Source: an optimization exercise on an open RTL-to-GDS flow (aim: small area, a short achievable clock period and few clock cycles per item). Production flows keep margins and buffers that such runs may drop. Function was checked by simulation only, so behaviour that the tests miss may differ from the original.

--- design/flow/run.sh ---
#!/bin/bash
# synth_recipe.tcl (not shown) runs the flow's synth.tcl, then flattens the netlist and writes it again
# the make line also repeats each setting of config.mk as NAME=value (left out here)
make -C /OpenROAD-flow-scripts/flow DESIGN_CONFIG=/design/flow/config.mk WORK_HOME=/design/flow/orfs CLKGATE_MAP_FILE= SYNTH_SCRIPT=/design/flow/synth_recipe.tcl finish
--- design/flow/config.mk ---
export PLATFORM = sky130hd
export DESIGN_NAME = epoch_seconds_to_calendar_top
export DESIGN_NICKNAME = epoch_seconds_to_calendar_top
export VERILOG_FILES = /design/flow/design.v
export SDC_FILE = /design/flow/constraint.sdc
export NUM_CORES = 4
export LEC_CHECK = 0
export CAP_MARGIN = 20
export CORE_MARGIN = 2
export CORE_UTILIZATION = 40
export SLEW_MARGIN = 20
--- design/flow/constraint.sdc ---
create_clock -name core_clock -period 11.0 [get_ports {clk}]
set_input_delay 2.2000 -clock core_clock [delete_from_list [all_inputs] [get_ports {clk}]]
set_output_delay 2.2000 -clock core_clock [all_outputs]
set_load 0.01 [all_outputs]
--- design/flow/design.v ---
`default_nettype none
package esc_pkg;
  localparam int unsigned SecondsW = 6;
  localparam int unsigned MinutesW = 6;
  localparam int unsigned HoursW   = 5;
  localparam int unsigned WeekdayW = 3;
  localparam int unsigned YearW    = 8;
  localparam int unsigned MonthW   = 4;
  localparam int unsigned DayW     = 5;
  localparam int unsigned EpochW   = 32;
  localparam int unsigned DaysW    = 16;
  localparam logic [5:0] SecsPerMin   = 6'd60;
  localparam logic [5:0] MinsPerHour  = 6'd60;
  localparam logic [5:0] HoursPerDay  = 6'd24;
  localparam logic [5:0] DaysPerWeek  = 6'd7;
  localparam logic [YearW-1:0] CenturySkipOff = 8'd130;
  localparam logic [MonthW-1:0] LastMonthIdx  = 4'd11;
  localparam logic [MonthW-1:0] FebIdx        = 4'd1;
  function automatic logic is_leap(input logic [YearW-1:0] year_off);
    is_leap = (year_off[1:0] == 2'd2) && (year_off != CenturySkipOff);
  endfunction
  function automatic logic [8:0] year_len(input logic [YearW-1:0] year_off);
    year_len = is_leap(year_off) ? 9'd366 : 9'd365;
  endfunction
  function automatic logic [4:0] month_len(input logic [MonthW-1:0] idx,
                                           input logic leap);
    logic [4:0] len;
    case (idx)
      4'd0:    len = 5'd31;
      4'd1:    len = leap ? 5'd29 : 5'd28;
      4'd2:    len = 5'd31;
      4'd3:    len = 5'd30;
      4'd4:    len = 5'd31;
      4'd5:    len = 5'd30;
      4'd6:    len = 5'd31;
      4'd7:    len = 5'd31;
      4'd8:    len = 5'd30;
      4'd9:    len = 5'd31;
      4'd10:   len = 5'd30;
      default: len = 5'd31;
    endcase
    month_len = len;
  endfunction
  function automatic logic [WeekdayW-1:0] weekday_of(input logic [2:0] r);
    logic [WeekdayW-1:0] wd;
    case (r)
      3'd0:    wd = 3'd5;
      3'd1:    wd = 3'd6;
      3'd2:    wd = 3'd7;
      3'd3:    wd = 3'd1;
      3'd4:    wd = 3'd2;
      3'd5:    wd = 3'd3;
      3'd6:    wd = 3'd4;
      default: wd = 3'd1;
    endcase
    weekday_of = wd;
  endfunction
endpackage
`default_nettype wire
`default_nettype none
module epoch_seconds_to_calendar_top (
  input  wire logic                          clk,
  input  wire logic                          rst,
  input  wire logic                          din_valid,
  output wire logic                          din_ready,
  input  wire logic [esc_pkg::EpochW-1:0]    din_epoch_seconds,
  output wire logic                          dout_valid,
  input  wire logic                          dout_ready,
  output wire logic [esc_pkg::SecondsW-1:0]  dout_second_of_minute,
  output wire logic [esc_pkg::MinutesW-1:0]  dout_minute_of_hour,
  output wire logic [esc_pkg::HoursW-1:0]    dout_hour_of_day,
  output wire logic [esc_pkg::WeekdayW-1:0]  dout_weekday,
  output wire logic [esc_pkg::YearW-1:0]     dout_year_offset,
  output wire logic [esc_pkg::MonthW-1:0]    dout_month_number,
  output wire logic [esc_pkg::DayW-1:0]      dout_day_of_month
);
  typedef enum logic [2:0] {
    S_IDLE, S_MULQ, S_MULR, S_REM, S_YEAR, S_MONTH, S_DONE
  } state_t;
  typedef enum logic [1:0] {
    P_SEC, P_MIN, P_HOUR, P_WDAY
  } pass_t;
  localparam logic [esc_pkg::EpochW-1:0] RecipBy60 = 32'h8888_8889;   
  localparam logic [esc_pkg::EpochW-1:0] RecipBy24 = 32'hAAAA_AAAB;   
  localparam logic [esc_pkg::EpochW-1:0] RecipBy7  = 32'h2492_4925;   
  state_t                        state;
  pass_t                         pass;
  logic [esc_pkg::EpochW-1:0]    opnd;
  logic [esc_pkg::EpochW-1:0]    quo;
  logic [2*esc_pkg::EpochW-1:0]  prod;
  logic [esc_pkg::DaysW-1:0]     days;
  logic [esc_pkg::YearW-1:0]     year;
  logic [esc_pkg::MonthW-1:0]    month;
  logic [esc_pkg::SecondsW-1:0]  sec;
  logic [esc_pkg::MinutesW-1:0]  min;
  logic [esc_pkg::HoursW-1:0]    hour;
  logic [esc_pkg::WeekdayW-1:0]  wday;
  logic [esc_pkg::EpochW-1:0]    mul_a;
  logic [esc_pkg::EpochW-1:0]    mul_b;
  logic [2*esc_pkg::EpochW-1:0]  mul_p;
  logic [esc_pkg::EpochW-1:0]    quot;
  logic [esc_pkg::EpochW-1:0]    recip;
  logic [5:0]                    divisor;
  logic [esc_pkg::DaysW-1:0]     sub_a;
  logic [esc_pkg::DaysW-1:0]     sub_b;
  logic [esc_pkg::DaysW:0]       diff;
  logic                          ge;
  logic                          leap;
  assign leap = esc_pkg::is_leap(year);
  always_comb begin
    quot    = prod[63:32];
    recip   = RecipBy7;
    divisor = esc_pkg::DaysPerWeek;
    case (pass)
      P_SEC: begin
        quot    = {5'd0, prod[63:37]};
        recip   = RecipBy60;
        divisor = esc_pkg::SecsPerMin;
      end
      P_MIN: begin
        quot    = {5'd0, prod[63:37]};
        recip   = RecipBy60;
        divisor = esc_pkg::MinsPerHour;
      end
      P_HOUR: begin
        quot    = {4'd0, prod[63:36]};
        recip   = RecipBy24;
        divisor = esc_pkg::HoursPerDay;
      end
      default: ;
    endcase
  end
  assign mul_a = (state == S_MULR) ? quot : opnd;
  assign mul_b = (state == S_MULR) ? {26'd0, divisor} : recip;
  assign mul_p = {{esc_pkg::EpochW{1'b0}}, mul_a} * {{esc_pkg::EpochW{1'b0}}, mul_b};
  always_comb begin
    sub_a = opnd[esc_pkg::DaysW-1:0];
    sub_b = prod[esc_pkg::DaysW-1:0];
    case (state)
      S_YEAR: begin
        sub_a = days;
        sub_b = {7'd0, esc_pkg::year_len(year)};
      end
      S_MONTH: begin
        sub_a = days;
        sub_b = {11'd0, esc_pkg::month_len(month, leap)};
      end
      default: ;
    endcase
  end
  assign diff = {1'b0, sub_a} - {1'b0, sub_b};
  assign ge   = !diff[esc_pkg::DaysW];
  always_ff @(posedge clk) begin
    if (rst) begin
      state <= S_IDLE;
    end else begin
      case (state)
        S_IDLE: begin
          if (din_valid) begin
            opnd  <= din_epoch_seconds;
            pass  <= P_SEC;
            state <= S_MULQ;
          end
        end
        S_MULQ: begin
          prod  <= mul_p;
          state <= S_MULR;
        end
        S_MULR: begin
          quo   <= quot;
          prod  <= mul_p;
          state <= S_REM;
        end
        S_REM: begin
          case (pass)
            P_SEC: begin
              sec   <= diff[esc_pkg::SecondsW-1:0];
              opnd  <= quo;
              pass  <= P_MIN;
              state <= S_MULQ;
            end
            P_MIN: begin
              min   <= diff[esc_pkg::MinutesW-1:0];
              opnd  <= quo;
              pass  <= P_HOUR;
              state <= S_MULQ;
            end
            P_HOUR: begin
              hour  <= diff[esc_pkg::HoursW-1:0];
              days  <= quo[esc_pkg::DaysW-1:0];
              opnd  <= quo;
              pass  <= P_WDAY;
              state <= S_MULQ;
            end
            default: begin
              wday  <= esc_pkg::weekday_of(diff[2:0]);
              year  <= '0;
              state <= S_YEAR;
            end
          endcase
        end
        S_YEAR: begin
          if (ge) begin
            days <= diff[esc_pkg::DaysW-1:0];
            year <= year + 8'd1;
          end else begin
            month <= '0;
            state <= S_MONTH;
          end
        end
        S_MONTH: begin
          if (ge && month != esc_pkg::LastMonthIdx) begin
            days  <= diff[esc_pkg::DaysW-1:0];
            month <= month + 4'd1;
          end else begin
            state <= S_DONE;
          end
        end
        S_DONE: begin
          if (dout_ready) begin
            state <= S_IDLE;
          end
        end
        default: state <= S_IDLE;
      endcase
    end
  end
  assign din_ready              = (state == S_IDLE);
  assign dout_valid             = (state == S_DONE);
  assign dout_second_of_minute  = sec;
  assign dout_minute_of_hour    = min;
  assign dout_hour_of_day       = hour;
  assign dout_weekday           = wday;
  assign dout_year_offset       = year;
  assign dout_month_number      = month + 4'd1;
  assign dout_day_of_month      = days[esc_pkg::DayW-1:0] + 5'd1;
endmodule
`default_nettype wire
==> impl_metrics.ini <==
[drt]
vias_per_cell = 5.35
drt-initial-drc-count = 1796
wire_per_inst_microns = 23.5
drc = 0
vias = 24100
ant_nets = 0
wirelength_microns = 106000
first_pass_iters = 7

[timing]
finalSetupViolations = 0
fmax_mhz = 97.9
finalHoldViolations = 0
fin_crit_ns = 10.22
drv_slew = 0
timing.setup.tns_ns = 0
clock_skew_ns = 0.0180
relSlewSlack = 0.224
hold-worst-slack_ns = 0.512
max_slew.worst_pin.slew_ns = 1.16
rsz0062_at_grt = false
fin_crit_sh = 0.929

[floorplanning]
die_w_microns = 292
coreArea_sq_um = 82000
ios = 75
dieHeight_microns = 292
rows = 105
start_util = 0.404
dieArea_sq_um = 85100

[grt]
grt_overflow = 0
grt_pass1_wl_microns = 160000
grt_max_degree = 97
grt_usage = 0.255
grt_antenna_before_repair = 1
first_global_vias = 25000

[clock_network]
clk_pin_slew_ns = 0.08
cts.sinks = 165
cts_buffer_depth = 2
cts_setup_buffers = 0
numCtsBuffers = 17
clockRootBuffer = clkbuf_16
ctsResizeCount = 0
clock_latency_ns = 0.51
hold_buffers = 0
cts_tree = built
htreeDepth = 4

[outcome]
status = finished clean

[placed_design]
dpl_cell_area_sq_um = 35100
dp_hpwl_microns = 92600
gp_congestion = 0.992
portBuffers = 74

[critical_path]
crit_arrival_ns = 10.46
cp.required_ns = 11.24
path_class = reg -> reg
worst_setup_path_end_kind = register
cp-start-kind = register
cp_max_fo = 28

[synthesis]
synth_edf_count = 162
async_reset_ff_frac = 0
synth.avg_cell_area_sq_um = 9.78
synth.distinct_cells = 74
seq_area_frac_synth = 0.149
ys_seq_elements = 165
ys.flop_type = edfxtp_1
yosys-top-cells-area = fa_1 (34%), ha_1 (17%), edfxtp_1 (15%), inv_1 (8.3%), nand2_1 (3.2%)
yosys.area.top_type = fa_1
synthesis.area_sq_um = 33100
yosys.area.top_type_share = 0.345
yosys_warnings = 1
synthCells = 3386

[cells_and_area]
nets = 4470
areaGrowthSynthToFinish_pct = 8.05
drive_gt1_frac = 0.0505
multi_input_comb_area_sq_um = 25200
seqCellArea_sq_um = 4920
postLayoutCellArea_sq_um = 35800
fillers = 7985

[hold_path]
worstHoldPathType = reg -> reg

[flow_run]
cap_violations = 0
==> registers in the layout, indices dropped and copies added, names as in the netlist <==
name   count
month      4
days      16
year       8
min        6
state      3
sec        6
pass       2
quo       32
hour       5
opnd      32
prod      48
wday       3
==> metal layers <==
| metal | part of all wire | up-vias | global-route usage |
|---|---|---|---|
| li1 | - | 10800 | - |
| met1 | 0.41 | 12100 | 0.333 |
| met2 | 0.47 | 907 | 0.415 |
| met3 | 0.066 | 215 | 0.0374 |
| met4 | 0.058 | 0 | 0.127 |
| met5 | 0 | - | 0 |
==> critical path, stage by stage (launching register included) <==
cell,delay [ns]
edfxtp_1,0.51
inv_1,0.11
ha_1,0.22
or2_2,0.58
a21oi_2,1.02
buf_4,0.42
nor2_1,0.09
ha_1,0.35
fa_1,0.49
fa_1,0.56
inv_1,0.07
fa_1,0.51
inv_1,0.07
fa_1,0.48
fa_1,0.58
fa_1,0.44
fa_1,0.46
ha_1,0.37
a21oi_1,0.22
o21a_1,0.18
o22ai_1,0.11
nor4b_1,0.58
nand4b_1,0.30
a31oi_1,0.49
o31ai_2,0.17
a2111oi_0,0.45
nor2_1,0.09
==> logic make-up (layout without fill, tap and decap cells) <==
group / count (synthesis) / after routing / synth area share
XOR/XNOR: 113 / 113 / 0.0299
AND/OR/NAND/NOR: 825 / 825 / 0.122
buffers and inverters: 835 / 863 / 0.0949
multiplexers: 31 / 31 / 0.0104
AO/OA/AOI/OAI: 394 / 394 / 0.0787
adder cells (fa/ha/maj): 1021 / 1021 / 0.515
flip-flops: 165 / 165 / 0.149
other: 2 / 15 / 0.000227
==> cell usage in the layout (no fill, tap or decap), types with 13 or more instances in the layout <==
master and count:
inv_1 733, fa_1 570, ha_1 449, nand2_1 278
nor2_1 173, edfxtp_1 162, a21oi_1 131, and2_1 121
and3_1 75, clkdlybuf4s50_1 74, xor2_1 68, a21o_1 56
or2_2 51, xnor2_1 45, o21ai_0 44, a22o_1 26
mux2_2 26, buf_4 23, nor2b_1 22, a31o_2 17
clkbuf_16 17, nand3_1 16, o21a_1 16, nand4_1 14
o21bai_1 14, conb_1 14, nor3_1 13
==> synthesized netlist by cell type (all sizes together) (5+ instances only) <==
cell type / n
a211oi: 12
a22o: 26
a21o: 56
o21bai: 14
xor2: 68
a31oi: 13
o21a: 16
o21ai: 52
buf: 8
nor2: 176
a31o: 18
nor3: 15
nor2b: 24
and4: 7
nand3: 16
or2: 55
clkbuf: 94
inv: 733
a21boi: 6
a211o: 5
mux2i: 5
and2: 122
fa: 570
nand2: 278
a21oi: 134
o31ai: 11
xnor2: 45
ha: 451
mux2: 26
nand4: 14
edfxtp: 162
nand2b: 13
and3: 75
nand3b: 7
or3: 6
==> path summary, 6_finish.rpt <==
path                         startpoint            endpoint  slack (ns)  depth (start not counted)
setup / recovery  pass[1]$_SDFFCE_PN0P_  prod[61]$_DFFE_PP_        0.78                         26
setup reg to reg  pass[1]$_SDFFCE_PN0P_  prod[61]$_DFFE_PP_        0.78                         26
hold / removal        quo[30]$_DFFE_PP_  opnd[30]$_DFFE_PP_        0.51                          2
hold reg to reg       quo[30]$_DFFE_PP_  opnd[30]$_DFFE_PP_        0.51                          2
==> through the flow <==
stage / setup slack (ns) / util / cells
3_5_place_dp: 0.966 / 0.428 / 4464
2_1_floorplan: 2.35 / - / 3398
4_1_cts: 0.914 / 0.436 / 4496
6_report: 0.783 / 0.436 / 4497
3_3_place_gp: 1.09 / 0.428 / 4464
5_1_grt: 0.328 / 0.436 / 4496
==> area by class of cell <==
type                       instances  share of cell area
tap                             1070              0.0374
multi-input combinational       2398               0.704
sequential                       165               0.138
antenna                            1           0.0000700
clock inverter                    15             0.00609
clock buffer                      17              0.0119
inverter                         733              0.0769
timing repair buffer              98              0.0261
Testbench counts, summed over its fixed seeds: cycles 709,674, items 8,000.

## re-timing with driven ports
The flow's constraints put no driver on any port. The routed layout listed below was extracted and timed again, unchanged, in two steps.
Step 1: set_driving_cell puts a clkbuf_16 on clk and a buf_2 on each other input, an assumption about the parent block.
Step 2 moves the port delays by t, midway between the first and last clock arrival at a register: inputs arrive t later, outputs are due t later. That takes back most of the time a late clock gives input paths.
Three values: ideal, step 1, step 2; two values: the first two.
shift t [ns]: 0.564
setup WS [ns]: 0.783 / 0.783 / 0.783
cell pins on the clock port's net: 1
After both steps this run still meets setup and hold. For this run, drivers alone change the setup slack by 0.000 ns; drivers and shift together by 0.000 ns.
